Source: an optimization exercise on an open RTL-to-GDS flow (aim: small area). Production flows keep margins and buffers that such runs may drop. The RTL was checked by simulation tests, not by an equivalence proof against the original design.

File: flow/standard.sh
#!/bin/bash
# synth_recipe.tcl (not shown) runs the flow's synth.tcl, then flattens the netlist and writes it again
# the make line also repeats each setting of config.mk as NAME=value (left out here)
make -C /OpenROAD-flow-scripts/flow DESIGN_CONFIG=/design/flow/config.mk WORK_HOME=/design/flow/orfs CLKGATE_MAP_FILE= SYNTH_SCRIPT=/design/flow/synth_recipe.tcl "${@:-finish}"
File: flow/constraint.sdc
create_clock -name core_clock -period 10.0 [get_ports {MAX10_CLK2_50}]
set_input_delay 2.0000 -clock core_clock [delete_from_list [all_inputs] [get_ports {MAX10_CLK2_50}]]
set_output_delay 2.0000 -clock core_clock [all_outputs]
set_load 0.01 [all_outputs]
File: flow/flow/fapol.py
#!/usr/bin/env python3
"""Choose the polarity of each full-adder cell in a mapped netlist to need as
few inverters as possible. A full adder is self-dual: FA(~a,~b,~c) gives ~sum
and ~carry, so a cell can take the complements of its inputs and give the
complements of its outputs. Inverter cells are dissolved into polarities,
the polarities chosen, and one inverter is put back for each net that some
load needs in the other polarity.

usage: fapol.py IN.v OUT.v
"""
import os
import re
import sys

src = open(sys.argv[1]).read()
m = re.search(r'^module\s+(\w+)\((.*?)\);\n', src, re.M | re.S)
head_end = m.end()
body_start = head_end
# split declarations and cells
cell_re = re.compile(r'  (sky130_fd_sc_hd__\w+)\s+(\S+)\s*\(\n(.*?)\n  \);\n', re.S)
pin_re = re.compile(r'\.(\w+)\((.*?)\)(?:,)?\s*$', re.M)
decls = []
cells = []
pos = head_end
rest = src[head_end:]
end_idx = rest.rindex('endmodule')
rest_body = rest[:end_idx]
i = 0
for mm in cell_re.finditer(rest_body):
    pre = rest_body[i:mm.start()]
    if pre.strip():
        decls.append(pre)
    pins = [(p, n.strip()) for p, n in pin_re.findall(mm.group(3))]
    cells.append([mm.group(1), mm.group(2), pins])
    i = mm.end()
tail = rest_body[i:]
assert not re.search(r'\bassign\b', rest_body), "assign statements not handled"
assert tail.strip() == '', tail[:200]

OUTPINS = {'X', 'Y', 'Q', 'Q_N', 'SUM', 'COUT', 'HI', 'LO'}

# half adders with one output in use become a plain xor2 or and2, whose input
# polarities are free (xor2/xnor2, and2/and2b/nor2)
_used = {}
for t, n, pins in cells:
    for p, net in pins:
        if p not in OUTPINS:
            _used[net] = _used.get(net, 0) + 1
for mm in re.finditer(r'^\s*output\s+(?:\[(\d+):(\d+)\]\s+)?(\w+);', src, re.M):
    if mm.group(1):
        for b in range(min(int(mm.group(1)), int(mm.group(2))), max(int(mm.group(1)), int(mm.group(2))) + 1):
            _used[f"{mm.group(3)}[{b}]"] = 1
    else:
        _used[mm.group(3)] = 1
_keep = []
nconv = 0
for c in cells:
    t, n, pins = c
    if re.fullmatch(r'sky130_fd_sc_hd__ha_\d+', t):
        d = dict(pins)
        su, co = _used.get(d.get('SUM'), 0), _used.get(d.get('COUT'), 0)
        if su and not co:
            c[0] = 'sky130_fd_sc_hd__xor2_1'
            c[2] = [('A', d['A']), ('B', d['B']), ('X', d['SUM'])]
            nconv += 1
        elif co and not su:
            c[0] = 'sky130_fd_sc_hd__and2_1'
            c[2] = [('A', d['A']), ('B', d['B']), ('X', d['COUT'])]
            nconv += 1
        elif not su and not co:
            nconv += 1
            continue
    _keep.append(c)
cells = _keep


def is_inv(t):
    return re.fullmatch(r'sky130_fd_sc_hd__(inv|clkinv)_\d+', t) is not None


def is_x(t):
    return re.fullmatch(r'sky130_fd_sc_hd__x(n?)or2_\d+', t) is not None


def toggle_x(t):
    return t.replace('xnor2', 'XOR2').replace('xor2', 'xnor2').replace('XOR2', 'xor2')


def is_and(t):
    return t == 'sky130_fd_sc_hd__and2_1' and not os.environ.get('FAPOL_NOAND')


def is_fa(t):
    return re.fullmatch(r'sky130_fd_sc_hd__fa_\d+', t) is not None


ports_out = set()
for mm in re.finditer(r'^\s*output\s+(?:\[(\d+):(\d+)\]\s+)?(\w+);', src, re.M):
    if mm.group(1):
        hi, lo = int(mm.group(1)), int(mm.group(2))
        for b in range(min(hi, lo), max(hi, lo) + 1):
            ports_out.add(f"{mm.group(3)}[{b}]")
    else:
        ports_out.add(mm.group(3))

driver = {}
for ci, (t, n, pins) in enumerate(cells):
    for p, net in pins:
        if p in OUTPINS:
            driver[net] = (ci, p)

# literal of a net: (base net, parity)
memo = {}


def lit(net):
    if net in memo:
        return memo[net]
    d = driver.get(net)
    if d is not None and is_inv(cells[d[0]][0]) and net not in ports_out:
        a = dict(cells[d[0]][2])['A']
        b, p = lit(a)
        r = (b, p ^ 1)
    else:
        r = (net, 0)
    memo[net] = r
    return r


fas = [ci for ci, c in enumerate(cells) if is_fa(c[0])]
fa_of_out = {}
for ci in fas:
    for p, net in cells[ci][2]:
        if p in ('SUM', 'COUT'):
            fa_of_out[net] = ci

# demands: list of (consumer cell or None for port, pin, base, parity)
demands = []
for ci, (t, n, pins) in enumerate(cells):
    if is_inv(t) and dict(pins)['Y'] not in ports_out:
        continue  # dissolved
    for p, net in pins:
        if p in OUTPINS:
            continue
        b, par = lit(net)
        demands.append((ci, p, b, par))
for net in ports_out:
    b, par = lit(net)
    if (b, par) != (net, 0):
        demands.append((None, net, b, par))

flip = {ci: 0 for ci in fas}
by_base = {}
for k, (ci, p, b, par) in enumerate(demands):
    by_base.setdefault(b, []).append(k)
fa_in_demands = {ci: [] for ci in fas}
for k, (ci, p, b, par) in enumerate(demands):
    if ci in flip:
        fa_in_demands[ci].append(k)


def phys(b):
    ci = fa_of_out.get(b)
    return flip[ci] if ci is not None else 0


def need(k):
    ci, p, b, par = demands[k]
    return par ^ (flip[ci] if ci in flip else 0)


import os
NOX = os.environ.get('FAPOL_NOX')
if NOX:
    is_x = lambda t: False
free = set(k for k, (ci, p, b, par) in enumerate(demands) if ci is not None and (is_x(cells[ci][0]) or is_and(cells[ci][0])))


def base_cost(b):
    ph = phys(b)
    return 1 if any(need(k) != ph for k in by_base.get(b, []) if k not in free) else 0


def fa_cost(ci):
    bs = set(demands[k][2] for k in fa_in_demands[ci])
    for p, net in cells[ci][2]:
        if p in ('SUM', 'COUT'):
            bs.add(net)
    return bs


def total():
    return sum(base_cost(b) for b in by_base)


before = total()
changed = True
rounds = 0
while changed and rounds < (0 if os.environ.get('FAPOL_NOFLIP') else 50):
    changed = False
    rounds += 1
    for ci in fas:
        bs = fa_cost(ci)
        c0 = sum(base_cost(b) for b in bs)
        flip[ci] ^= 1
        c1 = sum(base_cost(b) for b in bs)
        if c1 < c0:
            changed = True
        else:
            flip[ci] ^= 1
import random
rng = random.Random(1)
best = total()
best_flip = dict(flip)
cur = best
T = 1.0
for it in range(20000 if not os.environ.get('FAPOL_NOFLIP') else 0):
    ci = rng.choice(fas)
    bs = fa_cost(ci)
    c0 = sum(base_cost(b) for b in bs)
    flip[ci] ^= 1
    c1 = sum(base_cost(b) for b in bs)
    d = c1 - c0
    if d <= 0 or rng.random() < pow(2.718, -d / T):
        cur += d
        if cur < best:
            best = cur
            best_flip = dict(flip)
    else:
        flip[ci] ^= 1
    T = max(0.05, T * 0.9997)
flip.update(best_flip)
after = total()
print(f"fapol: {nconv} half adders made plain, {len(fas)} full adders, {sum(flip.values())} flipped, inverted nets {before} -> {after}", file=sys.stderr)

# rebuild
cnt = [0]


def fresh(tag):
    cnt[0] += 1
    return f"_fapol_{tag}{cnt[0]}_"


newwires = []
newcells = []
P = {}
N = {}


def pnet(b):
    if b not in P:
        if phys(b):
            # the flipped adder drives ~b; b itself through an inverter
            P[b] = b
        else:
            P[b] = b
    return P[b]


flipped_out = {}
for ci in fas:
    if flip[ci]:
        for p, net in cells[ci][2]:
            if p in ('SUM', 'COUT'):
                nn = fresh('n')
                newwires.append(nn)
                flipped_out[net] = nn


def get(b, want):
    """Physical net that carries b ^ want."""
    ph = phys(b)
    if ph:
        if want == 1:
            return flipped_out[b]
        key = (b, 0)
        if key not in N:
            N[key] = b
            newcells.append(('sky130_fd_sc_hd__inv_1', fresh('i'), [('A', flipped_out[b]), ('Y', b)]))
        return N[key]
    if want == 0:
        return b
    key = (b, 1)
    if key not in N:
        nn = fresh('n')
        newwires.append(nn)
        newcells.append(('sky130_fd_sc_hd__inv_1', fresh('i'), [('A', b), ('Y', nn)]))
        N[key] = nn
    return N[key]


out_cells = []
for ci, (t, n, pins) in enumerate(cells):
    if is_inv(t) and dict(pins)['Y'] not in ports_out:
        continue
    np = []
    andpol = []
    for p, net in pins:
        if p in OUTPINS:
            if ci in flip and flip[ci] and p in ('SUM', 'COUT'):
                np.append((p, flipped_out[net]))
            else:
                np.append((p, net))
        elif is_and(t):
            b, par = lit(net)
            have = phys(b)
            np.append((p, flipped_out[b] if have else b))
            andpol.append(have != par)
        elif is_x(t):
            b, par = lit(net)
            have = phys(b)
            np.append((p, flipped_out[b] if have else b))
            if have != par:
                t = toggle_x(t)
        else:
            b, par = lit(net)
            want = par ^ (flip[ci] if ci in flip else 0)
            np.append((p, get(b, want)))
    if is_and(t):
        (pa, na), (pb, nb2) = [(q, x) for q, x in np if q in ('A', 'B')]
        out = [x for q, x in np if q == 'X'][0]
        ia, ib = andpol
        if not ia and not ib:
            t, np = 'sky130_fd_sc_hd__and2_1', [('A', na), ('B', nb2), ('X', out)]
        elif ia and ib:
            t, np = 'sky130_fd_sc_hd__nor2_1', [('A', na), ('B', nb2), ('Y', out)]
        elif ia:
            t, np = 'sky130_fd_sc_hd__and2b_1', [('A_N', na), ('B', nb2), ('X', out)]
        else:
            t, np = 'sky130_fd_sc_hd__and2b_1', [('A_N', nb2), ('B', na), ('X', out)]
    if is_x(t):
        op = 'Y' if 'xnor2' in t else 'X'
        np = [((op if q in ('X', 'Y') else q), net) for q, net in np]
    out_cells.append((t, n, np))
for net in ports_out:
    b, par = lit(net)
    if (b, par) != (net, 0):
        # port driven through an inverter chain: keep one inverter
        out_cells.append(('sky130_fd_sc_hd__inv_1', fresh('i'), [('A', get(b, par ^ 1)), ('Y', net)]))
out_cells += newcells


def fmt(t, n, pins):
    ps = ",\n".join(f"    .{p}({net}{' ' if net.startswith(chr(92)) else ''})" for p, net in pins)
    return f"  {t} {n} (\n{ps}\n  );\n"


with open(sys.argv[2], 'w') as f:
    f.write(src[:head_end])
    f.write("".join(decls))
    for w in newwires:
        f.write(f"  wire {w};\n")
    for c in out_cells:
        f.write(fmt(*c))
    f.write("endmodule\n")
File: flow/flow/run.sh
#!/bin/bash
# The standard layout (standard.sh, with its standard synthesis) with
# these changes:
# - after synthesis, fapol.py picks each full adder's polarity (a full adder
#   is self-dual) so the netlist needs fewer inverters, and turns half adders
#   with one output in use into plain gates; registers are not touched;
# - the port buffers are the smallest buffer cell;
# - clock tree synthesis inserts no dummy loads.
# Each tool's output goes to a log file here: synth.log, fapol.log, flow.log.
set -euo pipefail
cat >> config.mk <<'EOC'
export BUFFER_PORTS_ARGS = -buffer_cell sky130_fd_sc_hd__buf_1
export CTS_ARGS = -repair_clock_nets -dont_use_dummy_load -buf_list sky130_fd_sc_hd__clkbuf_8
EOC
bash standard.sh synth > synth.log 2>&1
R=orfs/results/sky130hd/synthCore/base
cp $R/1_2_yosys.v $R/1_2_yosys.orig.v
python3 flow/fapol.py $R/1_2_yosys.orig.v $R/1_2_yosys.v > fapol.log 2>&1
rm -f $R/1_synth.odb
bash standard.sh finish > flow.log 2>&1
File: flow/design.v
`timescale 1ns/10ps
`default_nettype none
module voiceMixer
(
	input logic [15:0] A,
	input logic [4:0] one,
	input logic [4:0] two,
	input logic [4:0] neg,
	input logic [32:0] ag,
	output logic [32:0] sum
);
	wire pp0_0 = ((one[0] & A[0]) | (two[0] & 1'b0)) ^ neg[0];
	wire pp0_1 = ((one[0] & A[1]) | (two[0] & A[0])) ^ neg[0];
	wire pp0_2 = ((one[0] & A[2]) | (two[0] & A[1])) ^ neg[0];
	wire pp0_3 = ((one[0] & A[3]) | (two[0] & A[2])) ^ neg[0];
	wire pp0_4 = ((one[0] & A[4]) | (two[0] & A[3])) ^ neg[0];
	wire pp0_5 = ((one[0] & A[5]) | (two[0] & A[4])) ^ neg[0];
	wire pp0_6 = ((one[0] & A[6]) | (two[0] & A[5])) ^ neg[0];
	wire pp0_7 = ((one[0] & A[7]) | (two[0] & A[6])) ^ neg[0];
	wire pp0_8 = ((one[0] & A[8]) | (two[0] & A[7])) ^ neg[0];
	wire pp0_9 = ((one[0] & A[9]) | (two[0] & A[8])) ^ neg[0];
	wire pp0_10 = ((one[0] & A[10]) | (two[0] & A[9])) ^ neg[0];
	wire pp0_11 = ((one[0] & A[11]) | (two[0] & A[10])) ^ neg[0];
	wire pp0_12 = ((one[0] & A[12]) | (two[0] & A[11])) ^ neg[0];
	wire pp0_13 = ((one[0] & A[13]) | (two[0] & A[12])) ^ neg[0];
	wire pp0_14 = ((one[0] & A[14]) | (two[0] & A[13])) ^ neg[0];
	wire pp0_15 = ((one[0] & A[15]) | (two[0] & A[14])) ^ neg[0];
	wire pp0_16 = ((one[0] & 1'b0) | (two[0] & A[15])) ^ neg[0];
	wire ns0 = ~neg[0];
	wire pp1_0 = ((one[1] & A[0]) | (two[1] & 1'b0)) ^ neg[1];
	wire pp1_1 = ((one[1] & A[1]) | (two[1] & A[0])) ^ neg[1];
	wire pp1_2 = ((one[1] & A[2]) | (two[1] & A[1])) ^ neg[1];
	wire pp1_3 = ((one[1] & A[3]) | (two[1] & A[2])) ^ neg[1];
	wire pp1_4 = ((one[1] & A[4]) | (two[1] & A[3])) ^ neg[1];
	wire pp1_5 = ((one[1] & A[5]) | (two[1] & A[4])) ^ neg[1];
	wire pp1_6 = ((one[1] & A[6]) | (two[1] & A[5])) ^ neg[1];
	wire pp1_7 = ((one[1] & A[7]) | (two[1] & A[6])) ^ neg[1];
	wire pp1_8 = ((one[1] & A[8]) | (two[1] & A[7])) ^ neg[1];
	wire pp1_9 = ((one[1] & A[9]) | (two[1] & A[8])) ^ neg[1];
	wire pp1_10 = ((one[1] & A[10]) | (two[1] & A[9])) ^ neg[1];
	wire pp1_11 = ((one[1] & A[11]) | (two[1] & A[10])) ^ neg[1];
	wire pp1_12 = ((one[1] & A[12]) | (two[1] & A[11])) ^ neg[1];
	wire pp1_13 = ((one[1] & A[13]) | (two[1] & A[12])) ^ neg[1];
	wire pp1_14 = ((one[1] & A[14]) | (two[1] & A[13])) ^ neg[1];
	wire pp1_15 = ((one[1] & A[15]) | (two[1] & A[14])) ^ neg[1];
	wire pp1_16 = ((one[1] & 1'b0) | (two[1] & A[15])) ^ neg[1];
	wire ns1 = ~neg[1];
	wire pp2_0 = ((one[2] & A[0]) | (two[2] & 1'b0)) ^ neg[2];
	wire pp2_1 = ((one[2] & A[1]) | (two[2] & A[0])) ^ neg[2];
	wire pp2_2 = ((one[2] & A[2]) | (two[2] & A[1])) ^ neg[2];
	wire pp2_3 = ((one[2] & A[3]) | (two[2] & A[2])) ^ neg[2];
	wire pp2_4 = ((one[2] & A[4]) | (two[2] & A[3])) ^ neg[2];
	wire pp2_5 = ((one[2] & A[5]) | (two[2] & A[4])) ^ neg[2];
	wire pp2_6 = ((one[2] & A[6]) | (two[2] & A[5])) ^ neg[2];
	wire pp2_7 = ((one[2] & A[7]) | (two[2] & A[6])) ^ neg[2];
	wire pp2_8 = ((one[2] & A[8]) | (two[2] & A[7])) ^ neg[2];
	wire pp2_9 = ((one[2] & A[9]) | (two[2] & A[8])) ^ neg[2];
	wire pp2_10 = ((one[2] & A[10]) | (two[2] & A[9])) ^ neg[2];
	wire pp2_11 = ((one[2] & A[11]) | (two[2] & A[10])) ^ neg[2];
	wire pp2_12 = ((one[2] & A[12]) | (two[2] & A[11])) ^ neg[2];
	wire pp2_13 = ((one[2] & A[13]) | (two[2] & A[12])) ^ neg[2];
	wire pp2_14 = ((one[2] & A[14]) | (two[2] & A[13])) ^ neg[2];
	wire pp2_15 = ((one[2] & A[15]) | (two[2] & A[14])) ^ neg[2];
	wire pp2_16 = ((one[2] & 1'b0) | (two[2] & A[15])) ^ neg[2];
	wire ns2 = ~neg[2];
	wire pp3_0 = ((one[3] & A[0]) | (two[3] & 1'b0)) ^ neg[3];
	wire pp3_1 = ((one[3] & A[1]) | (two[3] & A[0])) ^ neg[3];
	wire pp3_2 = ((one[3] & A[2]) | (two[3] & A[1])) ^ neg[3];
	wire pp3_3 = ((one[3] & A[3]) | (two[3] & A[2])) ^ neg[3];
	wire pp3_4 = ((one[3] & A[4]) | (two[3] & A[3])) ^ neg[3];
	wire pp3_5 = ((one[3] & A[5]) | (two[3] & A[4])) ^ neg[3];
	wire pp3_6 = ((one[3] & A[6]) | (two[3] & A[5])) ^ neg[3];
	wire pp3_7 = ((one[3] & A[7]) | (two[3] & A[6])) ^ neg[3];
	wire pp3_8 = ((one[3] & A[8]) | (two[3] & A[7])) ^ neg[3];
	wire pp3_9 = ((one[3] & A[9]) | (two[3] & A[8])) ^ neg[3];
	wire pp3_10 = ((one[3] & A[10]) | (two[3] & A[9])) ^ neg[3];
	wire pp3_11 = ((one[3] & A[11]) | (two[3] & A[10])) ^ neg[3];
	wire pp3_12 = ((one[3] & A[12]) | (two[3] & A[11])) ^ neg[3];
	wire pp3_13 = ((one[3] & A[13]) | (two[3] & A[12])) ^ neg[3];
	wire pp3_14 = ((one[3] & A[14]) | (two[3] & A[13])) ^ neg[3];
	wire pp3_15 = ((one[3] & A[15]) | (two[3] & A[14])) ^ neg[3];
	wire pp3_16 = ((one[3] & 1'b0) | (two[3] & A[15])) ^ neg[3];
	wire ns3 = ~neg[3];
	wire pp4_0 = ((one[4] & A[0]) | (two[4] & 1'b0)) ^ neg[4];
	wire pp4_1 = ((one[4] & A[1]) | (two[4] & A[0])) ^ neg[4];
	wire pp4_2 = ((one[4] & A[2]) | (two[4] & A[1])) ^ neg[4];
	wire pp4_3 = ((one[4] & A[3]) | (two[4] & A[2])) ^ neg[4];
	wire pp4_4 = ((one[4] & A[4]) | (two[4] & A[3])) ^ neg[4];
	wire pp4_5 = ((one[4] & A[5]) | (two[4] & A[4])) ^ neg[4];
	wire pp4_6 = ((one[4] & A[6]) | (two[4] & A[5])) ^ neg[4];
	wire pp4_7 = ((one[4] & A[7]) | (two[4] & A[6])) ^ neg[4];
	wire pp4_8 = ((one[4] & A[8]) | (two[4] & A[7])) ^ neg[4];
	wire pp4_9 = ((one[4] & A[9]) | (two[4] & A[8])) ^ neg[4];
	wire pp4_10 = ((one[4] & A[10]) | (two[4] & A[9])) ^ neg[4];
	wire pp4_11 = ((one[4] & A[11]) | (two[4] & A[10])) ^ neg[4];
	wire pp4_12 = ((one[4] & A[12]) | (two[4] & A[11])) ^ neg[4];
	wire pp4_13 = ((one[4] & A[13]) | (two[4] & A[12])) ^ neg[4];
	wire pp4_14 = ((one[4] & A[14]) | (two[4] & A[13])) ^ neg[4];
	wire pp4_15 = ((one[4] & A[15]) | (two[4] & A[14])) ^ neg[4];
	wire pp4_16 = ((one[4] & 1'b0) | (two[4] & A[15])) ^ neg[4];
	wire ns4 = ~neg[4];
	wire s1 = ag[0] ^ neg[0] ^ pp0_0;
	wire c2 = (ag[0] & neg[0]) | (ag[0] & pp0_0) | (neg[0] & pp0_0);
	wire s3 = ag[1] ^ pp0_1 ^ c2;
	wire c4 = (ag[1] & pp0_1) | (ag[1] & c2) | (pp0_1 & c2);
	wire s5 = ag[2] ^ pp0_2 ^ c4;
	wire c6 = (ag[2] & pp0_2) | (ag[2] & c4) | (pp0_2 & c4);
	wire s7 = ag[3] ^ pp0_3 ^ c6;
	wire c8 = (ag[3] & pp0_3) | (ag[3] & c6) | (pp0_3 & c6);
	wire s9 = ag[4] ^ pp0_4 ^ c8;
	wire c10 = (ag[4] & pp0_4) | (ag[4] & c8) | (pp0_4 & c8);
	wire s11 = ag[5] ^ pp0_5 ^ c10;
	wire c12 = (ag[5] & pp0_5) | (ag[5] & c10) | (pp0_5 & c10);
	wire s13 = ag[6] ^ pp0_6 ^ c12;
	wire c14 = (ag[6] & pp0_6) | (ag[6] & c12) | (pp0_6 & c12);
	wire s15 = ag[7] ^ pp0_7 ^ c14;
	wire c16 = (ag[7] & pp0_7) | (ag[7] & c14) | (pp0_7 & c14);
	wire s17 = ag[8] ^ neg[1] ^ pp0_8;
	wire c18 = (ag[8] & neg[1]) | (ag[8] & pp0_8) | (neg[1] & pp0_8);
	wire s19 = pp1_0 ^ s17 ^ c16;
	wire c20 = (pp1_0 & s17) | (pp1_0 & c16) | (s17 & c16);
	wire s21 = ag[9] ^ pp0_9 ^ pp1_1;
	wire c22 = (ag[9] & pp0_9) | (ag[9] & pp1_1) | (pp0_9 & pp1_1);
	wire s23 = c18 ^ s21 ^ c20;
	wire c24 = (c18 & s21) | (c18 & c20) | (s21 & c20);
	wire s25 = ag[10] ^ neg[2] ^ pp0_10;
	wire c26 = (ag[10] & neg[2]) | (ag[10] & pp0_10) | (neg[2] & pp0_10);
	wire s27 = pp1_2 ^ pp2_0 ^ c22;
	wire c28 = (pp1_2 & pp2_0) | (pp1_2 & c22) | (pp2_0 & c22);
	wire s29 = s25 ^ s27 ^ c24;
	wire c30 = (s25 & s27) | (s25 & c24) | (s27 & c24);
	wire s31 = ag[11] ^ pp0_11 ^ pp1_3;
	wire c32 = (ag[11] & pp0_11) | (ag[11] & pp1_3) | (pp0_11 & pp1_3);
	wire s33 = pp2_1 ^ c26 ^ s31;
	wire c34 = (pp2_1 & c26) | (pp2_1 & s31) | (c26 & s31);
	wire s35 = c28 ^ s33 ^ c30;
	wire c36 = (c28 & s33) | (c28 & c30) | (s33 & c30);
	wire s37 = ag[12] ^ neg[3] ^ pp0_12;
	wire c38 = (ag[12] & neg[3]) | (ag[12] & pp0_12) | (neg[3] & pp0_12);
	wire s39 = pp1_4 ^ pp2_2 ^ pp3_0;
	wire c40 = (pp1_4 & pp2_2) | (pp1_4 & pp3_0) | (pp2_2 & pp3_0);
	wire s41 = c32 ^ s37 ^ s39;
	wire c42 = (c32 & s37) | (c32 & s39) | (s37 & s39);
	wire s43 = c34 ^ s41 ^ c36;
	wire c44 = (c34 & s41) | (c34 & c36) | (s41 & c36);
	wire s45 = ag[13] ^ pp0_13 ^ pp1_5;
	wire c46 = (ag[13] & pp0_13) | (ag[13] & pp1_5) | (pp0_13 & pp1_5);
	wire s47 = pp2_3 ^ pp3_1 ^ c38;
	wire c48 = (pp2_3 & pp3_1) | (pp2_3 & c38) | (pp3_1 & c38);
	wire s49 = c40 ^ s45 ^ c42;
	wire c50 = (c40 & s45) | (c40 & c42) | (s45 & c42);
	wire s51 = s47 ^ s49 ^ c44;
	wire c52 = (s47 & s49) | (s47 & c44) | (s49 & c44);
	wire s53 = ag[14] ^ neg[4] ^ pp0_14;
	wire c54 = (ag[14] & neg[4]) | (ag[14] & pp0_14) | (neg[4] & pp0_14);
	wire s55 = pp1_6 ^ pp2_4 ^ pp3_2;
	wire c56 = (pp1_6 & pp2_4) | (pp1_6 & pp3_2) | (pp2_4 & pp3_2);
	wire s57 = pp4_0 ^ c46 ^ s53;
	wire c58 = (pp4_0 & c46) | (pp4_0 & s53) | (c46 & s53);
	wire s59 = s55 ^ c48 ^ s57;
	wire c60 = (s55 & c48) | (s55 & s57) | (c48 & s57);
	wire s61 = c50 ^ s59 ^ c52;
	wire c62 = (c50 & s59) | (c50 & c52) | (s59 & c52);
	wire s63 = ag[15] ^ pp0_15 ^ pp1_7;
	wire c64 = (ag[15] & pp0_15) | (ag[15] & pp1_7) | (pp0_15 & pp1_7);
	wire s65 = pp2_5 ^ pp3_3 ^ pp4_1;
	wire c66 = (pp2_5 & pp3_3) | (pp2_5 & pp4_1) | (pp3_3 & pp4_1);
	wire s67 = c54 ^ c56 ^ s63;
	wire c68 = (c54 & c56) | (c54 & s63) | (c56 & s63);
	wire s69 = s65 ^ c58 ^ s67;
	wire c70 = (s65 & c58) | (s65 & s67) | (c58 & s67);
	wire s71 = c60 ^ s69 ^ c62;
	wire c72 = (c60 & s69) | (c60 & c62) | (s69 & c62);
	wire s73 = ag[16] ^ pp0_16 ^ pp1_8;
	wire c74 = (ag[16] & pp0_16) | (ag[16] & pp1_8) | (pp0_16 & pp1_8);
	wire s75 = pp2_6 ^ pp3_4 ^ pp4_2;
	wire c76 = (pp2_6 & pp3_4) | (pp2_6 & pp4_2) | (pp3_4 & pp4_2);
	wire s77 = c64 ^ c66 ^ s73;
	wire c78 = (c64 & c66) | (c64 & s73) | (c66 & s73);
	wire s79 = s75 ^ c68 ^ s77;
	wire c80 = (s75 & c68) | (s75 & s77) | (c68 & s77);
	wire s81 = c70 ^ s79 ^ c72;
	wire c82 = (c70 & s79) | (c70 & c72) | (s79 & c72);
	wire s83 = ag[17] ^ ns0 ^ pp1_9;
	wire c84 = (ag[17] & ns0) | (ag[17] & pp1_9) | (ns0 & pp1_9);
	wire s85 = pp2_7 ^ pp3_5 ^ pp4_3;
	wire c86 = (pp2_7 & pp3_5) | (pp2_7 & pp4_3) | (pp3_5 & pp4_3);
	wire s87 = c74 ^ c76 ^ s83;
	wire c88 = (c74 & c76) | (c74 & s83) | (c76 & s83);
	wire s89 = s85 ^ c78 ^ s87;
	wire c90 = (s85 & c78) | (s85 & s87) | (c78 & s87);
	wire s91 = ag[18] ^ pp1_10 ^ pp2_8;
	wire c92 = (ag[18] & pp1_10) | (ag[18] & pp2_8) | (pp1_10 & pp2_8);
	wire s93 = pp3_6 ^ pp4_4 ^ c84;
	wire c94 = (pp3_6 & pp4_4) | (pp3_6 & c84) | (pp4_4 & c84);
	wire s95 = c86 ^ s91 ^ c88;
	wire c96 = (c86 & s91) | (c86 & c88) | (s91 & c88);
	wire s97 = s93 ^ c90 ^ s95;
	wire c98 = (s93 & c90) | (s93 & s95) | (c90 & s95);
	wire s99 = ag[19] ^ pp1_11 ^ pp2_9;
	wire c100 = (ag[19] & pp1_11) | (ag[19] & pp2_9) | (pp1_11 & pp2_9);
	wire s101 = pp3_7 ^ pp4_5 ^ c92;
	wire c102 = (pp3_7 & pp4_5) | (pp3_7 & c92) | (pp4_5 & c92);
	wire s103 = s99 ^ c94 ^ s101;
	wire c104 = (s99 & c94) | (s99 & s101) | (c94 & s101);
	wire s105 = c96 ^ s103;
	wire c106 = c96 & s103;
	wire s107 = ag[20] ^ pp1_12 ^ pp2_10;
	wire c108 = (ag[20] & pp1_12) | (ag[20] & pp2_10) | (pp1_12 & pp2_10);
	wire s109 = pp3_8 ^ pp4_6 ^ c100;
	wire c110 = (pp3_8 & pp4_6) | (pp3_8 & c100) | (pp4_6 & c100);
	wire s111 = s107 ^ c102 ^ s109;
	wire c112 = (s107 & c102) | (s107 & s109) | (c102 & s109);
	wire s113 = c104 ^ s111;
	wire c114 = c104 & s111;
	wire s115 = ag[21] ^ pp1_13 ^ pp2_11;
	wire c116 = (ag[21] & pp1_13) | (ag[21] & pp2_11) | (pp1_13 & pp2_11);
	wire s117 = pp3_9 ^ pp4_7 ^ c108;
	wire c118 = (pp3_9 & pp4_7) | (pp3_9 & c108) | (pp4_7 & c108);
	wire s119 = s115 ^ c110 ^ s117;
	wire c120 = (s115 & c110) | (s115 & s117) | (c110 & s117);
	wire s121 = c112 ^ s119;
	wire c122 = c112 & s119;
	wire s123 = ag[22] ^ pp1_14 ^ pp2_12;
	wire c124 = (ag[22] & pp1_14) | (ag[22] & pp2_12) | (pp1_14 & pp2_12);
	wire s125 = pp3_10 ^ pp4_8 ^ c116;
	wire c126 = (pp3_10 & pp4_8) | (pp3_10 & c116) | (pp4_8 & c116);
	wire s127 = s123 ^ c118 ^ s125;
	wire c128 = (s123 & c118) | (s123 & s125) | (c118 & s125);
	wire s129 = c120 ^ s127;
	wire c130 = c120 & s127;
	wire s131 = ag[23] ^ pp1_15 ^ pp2_13;
	wire c132 = (ag[23] & pp1_15) | (ag[23] & pp2_13) | (pp1_15 & pp2_13);
	wire s133 = pp3_11 ^ pp4_9 ^ c124;
	wire c134 = (pp3_11 & pp4_9) | (pp3_11 & c124) | (pp4_9 & c124);
	wire s135 = s131 ^ c126 ^ s133;
	wire c136 = (s131 & c126) | (s131 & s133) | (c126 & s133);
	wire s137 = c128 ^ s135;
	wire c138 = c128 & s135;
	wire s139 = ag[24] ^ pp1_16 ^ pp2_14;
	wire c140 = (ag[24] & pp1_16) | (ag[24] & pp2_14) | (pp1_16 & pp2_14);
	wire s141 = pp3_12 ^ pp4_10 ^ c132;
	wire c142 = (pp3_12 & pp4_10) | (pp3_12 & c132) | (pp4_10 & c132);
	wire s143 = s139 ^ c134 ^ s141;
	wire c144 = (s139 & c134) | (s139 & s141) | (c134 & s141);
	wire s145 = c136 ^ s143;
	wire c146 = c136 & s143;
	wire s147 = ag[25] ^ ns1 ^ pp2_15;
	wire c148 = (ag[25] & ns1) | (ag[25] & pp2_15) | (ns1 & pp2_15);
	wire s149 = pp3_13 ^ pp4_11 ^ c140;
	wire c150 = (pp3_13 & pp4_11) | (pp3_13 & c140) | (pp4_11 & c140);
	wire s151 = s147 ^ c142 ^ s149;
	wire c152 = (s147 & c142) | (s147 & s149) | (c142 & s149);
	wire s153 = c144 ^ s151;
	wire c154 = c144 & s151;
	wire s155 = ag[26] ^ pp2_16 ^ pp3_14;
	wire c156 = (ag[26] & pp2_16) | (ag[26] & pp3_14) | (pp2_16 & pp3_14);
	wire s157 = pp4_12 ^ c148 ^ s155;
	wire c158 = (pp4_12 & c148) | (pp4_12 & s155) | (c148 & s155);
	wire s159 = c150 ^ s157 ^ c152;
	wire c160 = (c150 & s157) | (c150 & c152) | (s157 & c152);
	wire s161 = ag[27] ^ ns2 ^ pp3_15;
	wire c162 = (ag[27] & ns2) | (ag[27] & pp3_15) | (ns2 & pp3_15);
	wire s163 = pp4_13 ^ c156 ^ s161;
	wire c164 = (pp4_13 & c156) | (pp4_13 & s161) | (c156 & s161);
	wire s165 = c158 ^ s163;
	wire c166 = c158 & s163;
	wire s167 = ag[28] ^ pp3_16 ^ pp4_14;
	wire c168 = (ag[28] & pp3_16) | (ag[28] & pp4_14) | (pp3_16 & pp4_14);
	wire s169 = c162 ^ s167 ^ c164;
	wire c170 = (c162 & s167) | (c162 & c164) | (s167 & c164);
	wire s171 = ag[29] ^ ns3 ^ pp4_15;
	wire c172 = (ag[29] & ns3) | (ag[29] & pp4_15) | (ns3 & pp4_15);
	wire s173 = c168 ^ s171;
	wire c174 = c168 & s171;
	wire s175 = ag[30] ^ pp4_16 ^ c172;
	wire c176 = (ag[30] & pp4_16) | (ag[30] & c172) | (pp4_16 & c172);
	wire s177 = ag[31] ^ ns4;
	wire c178 = ag[31] & ns4;
	wire s179 = c80 ^ s89;
	wire c180 = c80 & s89;
	wire s181 = s97 ^ c180;
	wire c182 = s97 & c180;
	wire s183 = c98 ^ s105 ^ c182;
	wire c184 = (c98 & s105) | (c98 & c182) | (s105 & c182);
	wire s185 = c106 ^ s113 ^ c184;
	wire c186 = (c106 & s113) | (c106 & c184) | (s113 & c184);
	wire s187 = c114 ^ s121 ^ c186;
	wire c188 = (c114 & s121) | (c114 & c186) | (s121 & c186);
	wire s189 = c122 ^ s129 ^ c188;
	wire c190 = (c122 & s129) | (c122 & c188) | (s129 & c188);
	wire s191 = c130 ^ s137 ^ c190;
	wire c192 = (c130 & s137) | (c130 & c190) | (s137 & c190);
	wire s193 = c138 ^ s145 ^ c192;
	wire c194 = (c138 & s145) | (c138 & c192) | (s145 & c192);
	wire is195 = s179 ^ (c82);
	wire ip196 = s179;
	wire is197 = s181 ^ (c82 & ip196);
	wire ip198 = ip196 & s181;
	wire is199 = s183 ^ (c82 & ip198);
	wire ip200 = ip198 & s183;
	wire is201 = s185 ^ (c82 & ip200);
	wire ip202 = ip200 & s185;
	wire is203 = s187 ^ (c82 & ip202);
	wire ip204 = ip202 & s187;
	wire is205 = s189 ^ (c82 & ip204);
	wire ip206 = ip204 & s189;
	wire is207 = s191 ^ (c82 & ip206);
	wire ip208 = ip206 & s191;
	wire is209 = s193 ^ (c82 & ip208);
	wire ip210 = ip208 & s193;
	wire ic211 = c194 | (c82 & ip210);
	wire s212 = c146 ^ s153;
	wire c213 = c146 & s153;
	wire s214 = c154 ^ s159 ^ c213;
	wire c215 = (c154 & s159) | (c154 & c213) | (s159 & c213);
	wire s216 = c160 ^ s165 ^ c215;
	wire c217 = (c160 & s165) | (c160 & c215) | (s165 & c215);
	wire s218 = c166 ^ s169 ^ c217;
	wire c219 = (c166 & s169) | (c166 & c217) | (s169 & c217);
	wire s220 = c170 ^ s173 ^ c219;
	wire c221 = (c170 & s173) | (c170 & c219) | (s173 & c219);
	wire s222 = c174 ^ s175 ^ c221;
	wire c223 = (c174 & s175) | (c174 & c221) | (s175 & c221);
	wire s224 = c176 ^ s177 ^ c223;
	wire c225 = (c176 & s177) | (c176 & c223) | (s177 & c223);
	wire s226 = ag[32] ^ c178 ^ c225;
	wire c227 = (ag[32] & c178) | (ag[32] & c225) | (c178 & c225);
	wire is228 = s212 ^ (ic211);
	wire ip229 = s212;
	wire is230 = s214 ^ (ic211 & ip229);
	wire ip231 = ip229 & s214;
	wire is232 = s216 ^ (ic211 & ip231);
	wire ip233 = ip231 & s216;
	wire is234 = s218 ^ (ic211 & ip233);
	wire ip235 = ip233 & s218;
	wire is236 = s220 ^ (ic211 & ip235);
	wire ip237 = ip235 & s220;
	wire is238 = s222 ^ (ic211 & ip237);
	wire ip239 = ip237 & s222;
	wire is240 = s224 ^ (ic211 & ip239);
	wire ip241 = ip239 & s224;
	wire is242 = s226 ^ (ic211 & ip241);
	wire ip243 = ip241 & s226;
	wire ic244 = c227 | (ic211 & ip243);
	assign sum = {is242, is240, is238, is236, is234, is232, is230, is228, is209, is207, is205, is203, is201, is199, is197, is195, s81, s71, s61, s51, s43, s35, s29, s23, s19, s15, s13, s11, s9, s7, s5, s3, s1};
endmodule
`default_nettype wire
`timescale 1ns/10ps
`default_nettype none
module synthCore
(
	input logic MAX10_CLK2_50,
	input logic rstN,
	input logic sampleTick,
	input logic [25:0] cfg,
	output logic signed [15:0] sampleOut,
	output logic sampleValid
);
	logic [3:0][3:0] notes;
	logic [3:0][1:0] waves;
	logic [15:0] amp;
	logic rtV;
	logic [1:0] rtIdx;
	logic [3:0][7:0] ph;
	logic [2:0] st;
	logic [7:0] sp;
	logic [1:0] sw;
	logic lastF;
	logic [32:0] acc;
	wire wrV = cfg[25] & ~cfg[24];
	wire wrA = cfg[25] & cfg[24];
	always_ff @(posedge MAX10_CLK2_50 or negedge rstN) begin
		if (!rstN) begin
			notes <= '0;
			waves <= '0;
			amp <= '0;
			rtV <= 1'b0;
		end else begin
			rtV <= wrV;
			if (wrV) begin
				notes[cfg[23:22]] <= cfg[21:18];
				waves[cfg[23:22]] <= cfg[17:16];
			end
			if (wrA) amp <= cfg[15:0];
		end
	end
	always_ff @(posedge MAX10_CLK2_50) rtIdx <= cfg[23:22];
	wire [1:0] vi = st[1:0];
	wire enV = st[2];
	wire [1:0] tIdx = st[1:0] - 2'd1;
	wire tV = (st[2] & (st[1:0] != 2'd0)) | (st == 3'b000);
	wire [1:0] rot = tV ? tIdx : 2'd0;
	logic pzT;
	wire [7:0] phSel = ph[0];
	wire [7:0] phNext = (pzT | (rtV && rtIdx == tIdx)) ? 8'd0 : (phSel + {4'b0, notes[tIdx]} + 8'd1);
	wire [1:0] zSlot = rtIdx - rot - {1'b0, tV};
	wire zEn = rtV && !(enV && rtIdx == vi);
	always_ff @(posedge MAX10_CLK2_50 or negedge rstN) begin
		if (!rstN) begin
			ph <= '0;
		end else begin
			for (int k = 0; k < 4; k++) begin
				if (zEn && zSlot == 2'(k)) ph[k] <= '0;
				else if (tV) ph[k] <= (k == 3) ? phNext : ph[(k + 1) % 4];
			end
		end
	end
	always_ff @(posedge MAX10_CLK2_50) begin
		pzT <= rtV && rtIdx == vi;
		sp <= phSel;
		sw <= waves[tIdx];
	end
	logic [7:0] x;
	logic sn;
	logic [4:0] one, two, neg;
	wire isSq = (sw == 2'd2);
	wire isTri = (sw == 2'd3);
	always_comb begin
		case (sw)
			2'd1: begin x = {~sp[7], sp[6:0]}; sn = 1'b0; end
			2'd2: begin x = 8'h80; sn = ~sp[7]; end
			2'd3: begin x = {~sp[6], sp[5:0], 1'b0}; sn = sp[7]; end
			default: begin x = 8'h00; sn = 1'b0; end
		endcase
		one[0] = isSq;
		two[0] = isTri & sp[7];
		neg[0] = (isSq & ~sp[7]) | (isTri & sp[7]);
		for (int i = 0; i < 4; i++) begin
			logic b2, b1, b0;
			b2 = x[2*i+1];
			b1 = x[2*i];
			b0 = (i == 0) ? 1'b0 : x[2*i-1];
			one[i+1] = b1 ^ b0;
			two[i+1] = (b2 & ~b1 & ~b0) | (~b2 & b1 & b0);
			neg[i+1] = b2 ^ sn;
		end
	end
	wire [32:0] sum;
	localparam logic [32:0] frameBias = 33'h157f80000;
	wire first = (st == 3'b110);
	wire [32:0] ag = first ? frameBias : acc;
	voiceMixer mac (
		.A(amp),
		.one(one),
		.two(two),
		.neg(neg),
		.ag(ag),
		.sum(sum)
	);
	always_ff @(posedge MAX10_CLK2_50) acc <= sum;
	always_ff @(posedge MAX10_CLK2_50 or negedge rstN) begin
		if (!rstN) begin
			st <= 3'b001;
			lastF <= 1'b0;
			sampleValid <= 1'b0;
			sampleOut <= '0;
		end else begin
			if (st[2]) st <= {~&st[1:0], st[1:0] + 2'd1};
			else st <= sampleTick ? 3'b100 : 3'b001;
			lastF <= (st == 3'b000);
			sampleValid <= lastF;
			if (lastF) sampleOut <= sum[32:17];
		end
	end
endmodule
`default_nettype wire
File: flow/config.mk
export PLATFORM = sky130hd
export DESIGN_NAME = synthCore
export DESIGN_NICKNAME = synthCore
export VERILOG_FILES = /design/flow/design.v
export SDC_FILE = /design/flow/constraint.sdc
export NUM_CORES = 4
export LEC_CHECK = 0
export CAP_MARGIN = 20
export CORE_MARGIN = 2
export CORE_UTILIZATION = 60
export CTS_BUF_LIST = sky130_fd_sc_hd__clkbuf_8
export SLEW_MARGIN = 20
export BUFFER_PORTS_ARGS = -buffer_cell sky130_fd_sc_hd__buf_1
export CTS_ARGS = -repair_clock_nets -dont_use_dummy_load -buf_list sky130_fd_sc_hd__clkbuf_8
==> impl_metrics.py, run 1 <==
metrics = {
    "sta": {
        "setup_violations": 0,
        "maxSlewHeadroom_pct": 29.08,
        "max_freq_ghz": 0.1175,
        "maxSlewViolCount": 0,
        "fin_hold_ws_ps": 409.7,
        "min_period_over_period_pct": 85.09,
        "tns_ps": 0,
        "clock_skew_ps": 27.33,
        "worst_pin_slew_ps": 1059,
        "rsz0062_at_grt": "false",
        "period_needed_ps": 8509,
        "hold_viol": 0,
    },
    "global_route": {
        "track_usage_pct": 26.32,
        "grt_pass1_vias": 7009,
        "grt-ovfl-total": 0,
        "antenna_found_initial": 0,
        "grt_pass1_wl_um": 36000,
        "grt_max_degree": 65,
    },
    "min_path": {
        "hp-class": "reg -> reg",
    },
    "worst_setup_path": {
        "crit_path_max_fanout": 31,
        "critPathTopFamily": "adder cells",
        "slowest_delay_ps": 1010,
        "cp-end-kind": "register",
        "cpMostUsedCell": "fa_1",
        "criticalPathCategory": "reg -> reg",
        "crit_chain": "inv_1 -> nor3b_2 -> a22oi_1 -> xor2_1 -> fa_1 -> inv_1 -> fa_1 -> fa_1 -> fa_1 -> ha_1 -> fa_1 -> fa_1 -> fa_1 -> fa_1 -> fa_1 -> fa_1 -> inv_1 -> o41ai_4 -> nand4b_1 -> xnor2_1 -> mux2_2",
        "crit_buf_inv": 3,
        "start_kind": "register",
        "cp_data_required_time_ps": 10340,
        "cp_slowest_cell": "nor3b_2",
        "cp.arrival_ps": 8850,
    },
    "yosys": {
        "yosys_warnings": 1,
        "syn_nets": 1034,
        "synth.cell_area_um2": 9753,
        "syn_inst": 890,
        "postSynthAreaPerCell_um2": 10.96,
    },
    "clock_network": {
        "clk_latency_ps": 470,
        "ctsResizeCount": 0,
        "cts_made_buffers": 17,
        "cts_num_sinks": 140,
        "path_clk_slew_ps": 70,
        "cts_tree": "done",
        "cts-root-buf": "clkbuf_8",
        "holdBufCountCts": 0,
        "ctsLongestPathBuffers": 2,
        "htree_levels": 4,
        "postCtsSetupRepairBufs": 0,
    },
    "cells_and_area": {
        "syn_to_final_growth_pct": 4.798,
        "layout_common_cells": "dfrtp_1, fa_1, nand2_1",
        "drive_above_1_share_pct": 9.989,
        "final_common_cell": "dfrtp_1",
        "n_antenna_cell": 0,
        "final_nets": 1047,
    },
    "die": {
        "ios": 46,
        "die_y_um": 131.5,
        "die_w_um": 131.5,
        "num_rows": 46,
        "initial_core_util_pct": 61.40,
        "core_area_um2": 15890,
        "die_area_um2": 17290,
    },
    "routing": {
        "drt-pass1-iter-count": 6,
        "drtIter0Drc": 366,
        "wl_per_cell_um": 18.73,
        "num_vias": 6410,
        "drc": 0,
        "routed_wirelength_um": 20920,
        "antenna_left": 0,
        "vias_per_cell": 5.739,
    },
    "placement": {
        "gp_congestion": 0.9023,
        "portBuffers": 45,
        "post-dp-hpwl_um": 15550,
    },
    "run_status": {
        "status": "timing/DRC/antenna clean",
    },
    "job": {
        "max_cap_viol_count": 0,
    },
}
==> path summary, 6_finish.rpt <==
| check | startpoint | end | slack, ps | cells after the start |
|---|---|---|---|---|
| hold reg to reg | ph[0] | sp[0] | 410 | 0 |
| setup / recovery | sw[0] | sampleOut[15] | 1490 | 21 |
| max in group asynchronous | rstN | sampleOut[1] | 7310 | 2 |
| hold / removal | ph[0] | sp[0] | 410 | 0 |
| min in group asynchronous | rstN | ph[21] | 1480 | 1 |
| setup reg to reg | sw[0] | sampleOut[15] | 1490 | 21 |
==> flip-flops by register name, summed over array words and instances, names as in the netlist, 3 cells and up <==
| register | count |
|---|---|
| acc | 33 |
| ph | 32 |
| amp | 16 |
| notes | 16 |
| sampleOut | 16 |
| sp | 8 |
| waves | 8 |
| st | 3 |
==> metal layers <==
layer  track usage (%)  up-vias  share of wire [%]
li1                  -     2972                  -
met1             34.20     3266                 43
met2             44.53      141                 51
met3             5.093       31                4.3
met4             8.756        0                1.9
met5                 0        -                  0
==> final cells by class <==
cell class / count / area (um2)
multi-input cells: 623 / 5946
fillers: 1347 / 5664
flip-flops and latches: 140 / 3276
well taps: 216 / 270.3
repair buffers: 55 / 247.7
inverters: 66 / 247.7
clock buffers: 17 / 234.0
==> through the flow <==
stage	std cells	util, %	worst slack, ps	cell area [um2]
6_report	1117	64.34	1491	10220
5_1_grt	1117	64.34	967.9	10220
4_1_cts	1117	64.34	1556	10220
3_5_place_dp	1100	62.86	1568	9986
3_3_place_gp	1100	62.86	1704	9986
2_1_floorplan	890	-	2797	9753
==> run 2, diff against run 1 <==
--- a/flow/flow/run.sh
+++ b/flow/flow/run.sh
@@ -10,7 +10,7 @@
 set -euo pipefail
 cat >> config.mk <<'EOC'
 export BUFFER_PORTS_ARGS = -buffer_cell sky130_fd_sc_hd__buf_1
-export CTS_ARGS = -repair_clock_nets -dont_use_dummy_load -buf_list sky130_fd_sc_hd__clkbuf_8
+export CTS_ARGS = -sink_clustering_enable -repair_clock_nets -dont_use_dummy_load -buf_list sky130_fd_sc_hd__clkbuf_8 -sink_clustering_levels 1 -sink_clustering_size 30 -sink_clustering_max_diameter 100
 EOC
 bash standard.sh synth > synth.log 2>&1
 R=orfs/results/sky130hd/synthCore/base
--- a/flow/config.mk
+++ b/flow/config.mk
@@ -11,4 +11,4 @@
 export CTS_BUF_LIST = sky130_fd_sc_hd__clkbuf_8
 export SLEW_MARGIN = 20
 export BUFFER_PORTS_ARGS = -buffer_cell sky130_fd_sc_hd__buf_1
-export CTS_ARGS = -repair_clock_nets -dont_use_dummy_load -buf_list sky130_fd_sc_hd__clkbuf_8
+export CTS_ARGS = -sink_clustering_enable -repair_clock_nets -dont_use_dummy_load -buf_list sky130_fd_sc_hd__clkbuf_8 -sink_clustering_levels 1 -sink_clustering_size 30 -sink_clustering_max_diameter 100
==> run 2 against run 1 <==
Effect of this change:
- non-clock buffer count did not move
- via count did not move
- still clean
==> impl_metrics.py, run 2 <==
metrics = {
    "cells_and_area": {
        "drive_above_1_share_pct": 9.989,
        "n_antenna_cell": 0,
        "reg_top3": "acc (33), ph (32)",
        "layout_common_cells": "dfrtp_1, fa_1, nand2_1",
        "final_nets": 1047,
        "final_common_cell": "dfrtp_1",
        "multiInputGateArea_um2": 5946,
        "syn_to_final_growth_pct": 4.798,
        "stdcell_area_um2": 10220,
        "fill_cells": 1347,
        "seq_area_um2": 3276,
        "largest_reg_flops": 33,
        "regMostFlops": "acc",
    },
    "worst_setup_path": {
        "reg2regPathDepth": 21,
        "cp.arrival_ps": 8850,
        "cp-end-kind": "register",
        "crit_path_max_fanout": 31,
        "start_kind": "register",
        "cp_data_required_time_ps": 10340,
        "criticalPathCategory": "reg -> reg",
    },
    "sta": {
        "maxSlewHeadroom_pct": 29.08,
        "rsz0062_at_grt": "false",
        "max_freq_ghz": 0.1175,
        "maxSlewViolCount": 0,
        "hold_viol": 0,
        "period_needed_ps": 8509,
        "min_period_over_period_pct": 85.09,
        "tns_ps": 0,
        "worst_pin_slew_ps": 1059,
        "clock_skew_ps": 27.33,
        "setup_violations": 0,
    },
    "placement": {
        "post-dp-hpwl_um": 15550,
        "dpl_cell_area_um2": 9986,
        "gp_congestion": 0.9023,
        "portBuffers": 45,
    },
    "clock_network": {
        "htree_levels": 4,
        "cts-root-buf": "clkbuf_8",
        "ctsResizeCount": 0,
        "clk_latency_ps": 470,
        "ctsLongestPathBuffers": 2,
        "path_clk_slew_ps": 70,
        "postCtsSetupRepairBufs": 0,
        "cts_tree": "done",
        "cts_made_buffers": 17,
        "holdBufCountCts": 0,
        "cts_num_sinks": 140,
    },
    "die": {
        "die_y_um": 131.5,
        "die_w_um": 131.5,
        "core_area_um2": 15890,
        "initial_core_util_pct": 61.40,
        "die_area_um2": 17290,
        "num_rows": 46,
        "ios": 46,
    },
    "min_path": {
        "whs_path_depth": 0,
        "hp-class": "reg -> reg",
    },
    "global_route": {
        "grt-ovfl-total": 0,
        "antenna_found_initial": 0,
        "track_usage_pct": 26.32,
        "grt_max_degree": 65,
        "grt_pass1_wl_um": 36000,
        "grt_pass1_vias": 7009,
    },
    "routing": {
        "num_vias": 6410,
        "drtIter0Drc": 366,
        "drt-pass1-iter-count": 6,
        "drc": 0,
        "wl_per_cell_um": 18.73,
        "vias_per_cell": 5.739,
        "routed_wirelength_um": 20920,
        "antenna_left": 0,
    },
    "yosys": {
        "yosys_warnings": 1,
        "postSynthAreaPerCell_um2": 10.96,
        "synth.cell_area_um2": 9753,
        "syn_inst": 890,
        "syn_nets": 1034,
    },
    "job": {
        "max_cap_viol_count": 0,
    },
    "run_status": {
        "status": "timing/DRC/antenna clean",
    },
}
[run 2: stage by stage]
| step | instances | hold WS, ps | setup WS [ps] | util (%) |
|---|---|---|---|---|
| 5_1_grt | 1117 | 414.8 | 967.9 | 64.34 |
| 2_1_floorplan | 890 | 351.9 | 2797 | - |
| 3_3_place_gp | 1100 | 396.3 | 1704 | 62.86 |
| 6_report | 1117 | 409.7 | 1491 | 64.34 |
| 4_1_cts | 1117 | 408.7 | 1556 | 64.34 |
| 3_5_place_dp | 1100 | 394.9 | 1568 | 62.86 |
[run 2: worst paths after layout]
kind                       startpoint       endpoint  slack [ps]
min in group asynchronous        rstN         ph[21]        1480
max in group asynchronous        rstN   sampleOut[1]        7310
setup / recovery                sw[0]  sampleOut[15]        1490
hold / removal                  ph[0]          sp[0]         410
hold reg to reg                 ph[0]          sp[0]         410
setup reg to reg                sw[0]  sampleOut[15]        1490
[run 2: per-layer routing]
| metal | global-route usage (%) | vias up | wire length (um) |
|---|---|---|---|
| met5 | 0 | - | 0 |
| met4 | 8.756 | 0 | 398 |
| met3 | 5.093 | 31 | 898 |
| met2 | 44.53 | 141 | 10640 |
| met1 | 34.20 | 3266 | 8986 |
| li1 | - | 2972 | - |
[run 2: worst max-delay path, stage by stage (launching register included)]
cell and delay [ps]:
dfxtp_1 590, inv_1 550, nor3b_2 1010, a22oi_1 180
xor2_1 210, fa_1 510, inv_1 70, fa_1 440
fa_1 400, fa_1 470, ha_1 220, fa_1 380
fa_1 390, fa_1 390, fa_1 390, fa_1 400
fa_1 540, inv_1 80, o41ai_4 520, nand4b_1 200
xnor2_1 190, mux2_2 270
[run 2: final cells by class]
cell class / instances / area share (%)
multi-input cells: 623 / 58.17
flip-flops and latches: 140 / 32.05
well taps: 216 / 2.644
repair buffers: 55 / 2.424
inverters: 66 / 2.424
clock buffers: 17 / 2.289
==> run 3, diff against run 2 <==
==> flow/flow/run.sh (replaced) <==
#!/bin/bash
# The standard layout (standard.sh) with these changes:
# - synthesis: the standard flow's synthesis script, except that the final ABC mapping
#   uses flow/abc_area.script (area-oriented mapping, no upsizing) instead of
#   ORFS's speed script; registers are not touched;
# - after synthesis, fapol.py picks each full adder's polarity (a full adder
#   is self-dual) so the netlist needs fewer inverters, and turns half adders
#   with one output in use into plain gates;
# - the port buffers are the smallest buffer cell;
# - clock tree synthesis inserts no dummy loads.
# Each tool's output goes to a log file here: synth.log, fapol.log, flow.log.
set -euo pipefail
W=$(pwd)
cat >> config.mk <<'EOC'
export BUFFER_PORTS_ARGS = -buffer_cell sky130_fd_sc_hd__buf_1
export CTS_ARGS = -sink_clustering_enable -repair_clock_nets -dont_use_dummy_load -buf_list {sky130_fd_sc_hd__clkbuf_4 sky130_fd_sc_hd__clkbuf_8}
EOC
{
  head -n 1 synth_recipe.tcl
  echo "proc abc {args} { set i [lsearch \$args -script]; if {\$i >= 0} { lset args [expr {\$i + 1}] $W/flow/abc_area.script }; yosys abc {*}\$args }"
  tail -n +2 synth_recipe.tcl
} > own_synth.tcl
sed "s#$W/synth_recipe.tcl#$W/own_synth.tcl#" standard.sh > own_standard.sh
grep -q own_synth.tcl own_standard.sh
bash own_standard.sh synth > synth.log 2>&1
R=orfs/results/sky130hd/synthCore/base
cp $R/1_2_yosys.v $R/1_2_yosys.orig.v
python3 flow/fapol.py $R/1_2_yosys.orig.v $R/1_2_yosys.v > fapol.log 2>&1
rm -f $R/1_synth.odb
bash own_standard.sh finish > flow.log 2>&1
==> flow/flow/abc_area.script (new file) <==
strash
&get -n
&st
&dch
&nf -a
&put
topo
--- a/flow/config.mk
+++ b/flow/config.mk
@@ -11,4 +11,4 @@
 export CTS_BUF_LIST = sky130_fd_sc_hd__clkbuf_8
 export SLEW_MARGIN = 20
 export BUFFER_PORTS_ARGS = -buffer_cell sky130_fd_sc_hd__buf_1
-export CTS_ARGS = -sink_clustering_enable -repair_clock_nets -dont_use_dummy_load -buf_list sky130_fd_sc_hd__clkbuf_8 -sink_clustering_levels 1 -sink_clustering_size 30 -sink_clustering_max_diameter 100
+export CTS_ARGS = -sink_clustering_enable -repair_clock_nets -dont_use_dummy_load -buf_list {sky130_fd_sc_hd__clkbuf_4 sky130_fd_sc_hd__clkbuf_8}
==> run 3 against run 2 <==
Effect of this change:
- first-iteration DRC count up 18%
- sequential cell count did not move
- wire length shrank 1.7%
- core utilization grew 1.9 points
- hold slack better by 2.4 ps
- critical path type unchanged
- largest cell class unchanged
- register-to-register slack improved by 260 ps
==> impl_metrics.py, run 3 <==
metrics = {
    "cells_and_area": {
        "utilization_pct": 66.26,
        "final_common_cell": "dfrtp_1",
        "regMostFlops": "acc",
        "largest_reg_flops": 33,
        "stdcell_area_um2": 9998,
        "final_nets": 1055,
        "reg_top3": "acc (33), ph (32)",
        "drive_above_1_share_pct": 4.950,
        "syn_to_final_growth_pct": 8.529,
        "layout_common_cells": "dfrtp_1, fa_1, nand2_1",
        "n_antenna_cell": 0,
    },
    "worst_setup_path": {
        "cp.arrival_ps": 8560,
        "cpMostUsedCell": "fa_1",
        "r2r_end": "sampleOut[8]",
        "cp_data_required_time_ps": 10310,
        "cp-end-kind": "register",
        "critPathTopFamily": "adder cells",
        "crit_path_max_fanout": 17,
        "r2r_slack_ps": 1750,
        "reg2regPathDepth": 27,
        "start_kind": "register",
        "crit_buf_inv": 3,
        "slowest_delay_ps": 600,
        "cp_slowest_cell": "and3_1",
        "criticalPathCategory": "reg -> reg",
        "r2r_start": "sw[0]",
    },
    "routing": {
        "wl_per_cell_um": 18.74,
        "num_vias": 6460,
        "drc": 0,
        "vias_per_cell": 5.889,
        "drt-pass1-iter-count": 5,
        "drtIter0Drc": 432,
        "routed_wirelength_um": 20560,
        "antenna_left": 0,
    },
    "clock_network": {
        "clk_latency_ps": 450,
        "ctsResizeCount": 0,
        "path_clk_slew_ps": 80,
        "htree_levels": 4,
        "cts_num_sinks": 140,
        "cts_made_buffers": 17,
        "ctsLongestPathBuffers": 2,
        "holdBufCountCts": 0,
        "cts-root-buf": "clkbuf_8",
        "cts_tree": "done",
        "postCtsSetupRepairBufs": 0,
    },
    "run_status": {
        "status": "timing/DRC/antenna clean",
    },
    "die": {
        "ios": 46,
        "initial_core_util_pct": 61.05,
        "die_y_um": 127.9,
        "core_area_um2": 15090,
        "die_w_um": 127.9,
        "num_rows": 45,
        "die_area_um2": 16360,
    },
    "min_path": {
        "hold_start": "ph[3]",
        "hp-class": "reg -> reg",
        "whs_path_depth": 0,
        "worstHoldEndpoint": "sp[3]",
    },
    "yosys": {
        "synth.cell_area_um2": 9213,
        "syn_inst": 833,
        "yosys_warnings": 1,
        "syn_nets": 977,
        "postSynthAreaPerCell_um2": 11.06,
    },
    "sta": {
        "max_freq_ghz": 0.1212,
        "period_needed_ps": 8252,
        "fin_hold_ws_ps": 412.1,
        "min_period_over_period_pct": 82.52,
        "hold_viol": 0,
        "setup_ws_ps": 1748,
        "rsz0062_at_grt": "false",
        "maxSlewHeadroom_pct": 29.73,
        "maxSlewViolCount": 0,
        "clock_skew_ps": 23.74,
        "setup_violations": 0,
        "worst_pin_slew_ps": 1050,
        "tns_ps": 0,
    },
    "placement": {
        "portBuffers": 45,
        "post-dp-hpwl_um": 14960,
        "gp_congestion": 0.8505,
        "dp_worst_setup_slack_ps": 1840,
        "dpl_cell_area_um2": 9759,
    },
    "global_route": {
        "track_usage_pct": 28.06,
        "grt_max_degree": 66,
        "grt-ovfl-total": 0,
        "antenna_found_initial": 0,
        "grt_pass1_vias": 6899,
        "grt_pass1_wl_um": 35250,
    },
    "job": {
        "max_cap_viol_count": 0,
    },
}
[run 3: cell type report]
class | instances | area, um2
clock buffers | 17 | 234.0
fillers | 1198 | 5091
inverters | 65 | 244.0
multi-input cells | 628 | 5733
flip-flops and latches | 140 | 3274
well taps | 188 | 235.2
repair buffers | 59 | 277.8
[run 3: layer usage]
layer  up-vias  track usage, %  wire length, um
met5         -               0                0
met4         0           10.08              455
met3        29           5.634              940
met2       167           45.67            10190
met1      3270           37.81             8972
li1       2994               -                -
[run 3: how the worst max path moves through the flow]
stage | startpoint | to | cells past startpoint
5_1_grt | sw[0] | sampleOut[8] | 27
4_1_cts | sw[0] | sampleOut[8] | 27
6_report | sw[0] | sampleOut[8] | 27
2_1_floorplan | sw[0] | sampleOut[8] | 19
3_3_place_gp | sw[0] | sampleOut[8] | 27
3_5_place_dp | sw[0] | sampleOut[8] | 27
[run 3: worst register-to-register path, cell delays in order, from the launching register on]
cell and delay [ps]:
dfxtp_1 580, and3_1 610, a22oi_1 200, xor2_1 190, fa_1 400, inv_1 80, fa_1 180, fa_1 190
fa_1 210, fa_1 200, fa_1 200, fa_1 170, inv_1 50, fa_1 380, fa_1 400, fa_1 390
fa_1 400, fa_1 390, fa_1 400, fa_1 390, fa_1 390, fa_1 410, and3_1 260, nand4_1 170
o21ai_0 100, buf_4 190, ha_1 300, mux2_1 300
[run 3: per-stage QoR]
| stage | std cells |
|---|---|
| 6_report | 1097 |
| 5_1_grt | 1097 |
| 4_1_cts | 1097 |
| 3_5_place_dp | 1080 |
| 3_3_place_gp | 1080 |
| 2_1_floorplan | 833 |
==> run 4, diff against run 3 <==
==> flow/flow/abc_area.script (replaced) <==
strash
dch
map -a
topo
==> run 4 against run 3 <==
Effect of this change:
- core utilization is 0.59 points lower
- wire length increased by 1.2%
- clock skew shrank 4.7 ps
- worst setup slack worse by 120 ps
- cell area is 0.89% lower
- still clean
- hold slack worse by 27 ps
- count of clock-buffer cells in the layout stayed put
- first-iteration DRC count decreased by 3.2%
- largest cell class unchanged
- sequential cell count unchanged
==> impl_metrics.py, run 4 <==
metrics = {
    "run_status": {
        "status": "timing/DRC/antenna clean",
    },
    "worst_setup_path": {
        "criticalPathCategory": "reg -> reg",
        "reg2regPathDepth": 36,
        "r2r_end": "sampleOut[9]",
        "crit_path_max_fanout": 24,
        "cpMostUsedCell": "fa_1",
        "slowest_delay_ps": 440,
        "cp_slowest_cell": "fa_1",
        "cp_data_required_time_ps": 10330,
        "cp-startpoint": "sw[1]",
        "cp-end-kind": "register",
        "r2r_slack_ps": 1630,
        "start_kind": "register",
        "cp.arrival_ps": 8700,
        "r2r_start": "sw[1]",
        "endpoint": "sampleOut[9]",
    },
    "sta": {
        "maxSlewViolCount": 0,
        "max_freq_ghz": 0.1195,
        "worst_pin_slew_ps": 1035,
        "clock_skew_ps": 19.01,
        "setup_violations": 0,
        "hold_viol": 0,
        "rsz0062_at_grt": "false",
        "min_period_over_period_pct": 83.70,
    },
    "yosys": {
        "synth.cell_area_um2": 9180,
        "postSynthAreaPerCell_um2": 9.425,
        "yosys_warnings": 1,
    },
    "routing": {
        "antenna_left": 0,
        "routed_wirelength_um": 20800,
        "drc": 0,
        "drtIter0Drc": 418,
        "drt-pass1-iter-count": 5,
        "vias_per_cell": 5.524,
    },
    "clock_network": {
        "htree_levels": 4,
        "postCtsSetupRepairBufs": 0,
        "cts_tree": "done",
        "cts_num_sinks": 140,
        "ctsLongestPathBuffers": 2,
        "clk_latency_ps": 460,
        "cts-root-buf": "clkbuf_8",
        "cts_made_buffers": 17,
        "holdBufCountCts": 0,
        "ctsResizeCount": 0,
    },
    "die": {
        "die_w_um": 127.7,
        "initial_core_util_pct": 60.84,
        "ios": 46,
        "die_y_um": 127.7,
        "core_area_um2": 15090,
    },
    "cells_and_area": {
        "regMostFlops": "acc",
        "stdcell_area_um2": 9910,
        "final_common_cell": "inv_1",
        "fill_cells": 1281,
        "n_antenna_cell": 0,
        "seq_area_um2": 3274,
    },
    "placement": {
        "portBuffers": 45,
        "post-dp-hpwl_um": 15190,
        "placedCellCount": 1217,
        "dpl_cell_area_um2": 9676,
    },
    "global_route": {
        "antenna_found_initial": 0,
        "track_usage_pct": 27.96,
        "grt_max_degree": 69,
        "grt-ovfl-total": 0,
        "grt_pass1_vias": 6937,
        "use_met3_pct": 6.093,
        "grtUsageMet2_pct": 44.20,
    },
    "min_path": {
        "hp-class": "reg -> reg",
    },
}
==> run 4: layout make-up <==
| type | instances | share of cell area (%) |
|---|---|---|
| Multi-Input combinational cell | 677 | 53.78 |
| Clock buffer | 17 | 2.361 |
| Sequential cell | 140 | 33.04 |
| Tap cell | 188 | 2.374 |
| Inverter | 157 | 5.947 |
| Timing Repair Buffer | 55 | 2.500 |
==> run 4: critical path: cells and delay by family, from the launching register on <==
kind	cells	cell delay, ps
flip-flops	1	310
AND/OR/NAND/NOR	9	860
XOR/XNOR	1	170
adder cells (fa/ha/maj)	17	5380
buffers and inverters	6	970
AO/OA/AOI/OAI	2	280
multiplexers	1	260
==> run 4: per-stage QoR <==
step,setup WS (ps),hold WS (ps)
final,1630,384.9
after global routing,1197,387.0
after CTS,1685,379.5
after detailed placement,1734,362.8
after global placement,1914,353.4
after floorplan,1517,347.2
==> run 4: worst min-delay path by stage <==
| stage | slack [ps] | start | depth (start not counted) | endpoint |
|---|---|---|---|---|
| after floorplan | 350 | ph[0] | 0 | sp[0] |
| after global placement | 350 | ph[0] | 0 | sp[0] |
| after detailed placement | 360 | ph[0] | 0 | sp[0] |
| after CTS | 380 | ph[0] | 0 | sp[0] |
| after global routing | 390 | ph[0] | 0 | sp[0] |
| final | 380 | ph[0] | 0 | sp[0] |
==> run 4: metal layers <==
| metal | wire, um | part of all wire [%] |
|---|---|---|
| met1 | 9538 | 46 |
| met2 | 9600 | 46 |
| met3 | 1231 | 5.9 |
| met4 | 428 | 2.1 |
| met5 | 0 | 0 |

-- re-timing with driven ports --
Ports are ideal in the flow. The routed layouts listed here were re-timed in OpenROAD. Step 1 assumes that a clkbuf_16 drives the clock port and a buf_2 every other input. Step 2 also shifts input and output timing later by t, the mid clock arrival at the registers, as if the neighbouring blocks saw the same clock. a / b / c = no drivers / after step 1 / after step 2; a / b = the first two.
run	shift t [ns]	setup WS [ns]	worst slew at a driven data input, ns
run 1	0.490	1.491 / 1.491 / 1.491	0.03
run 2	0.490	1.491 / 1.491 / 1.491	0.03
run 3	0.476	1.748 / 1.748 / 1.748	0.03
run 4	0.483	1.630 / 1.630 / 1.630	0.03
After both steps every run listed still meets setup and hold.
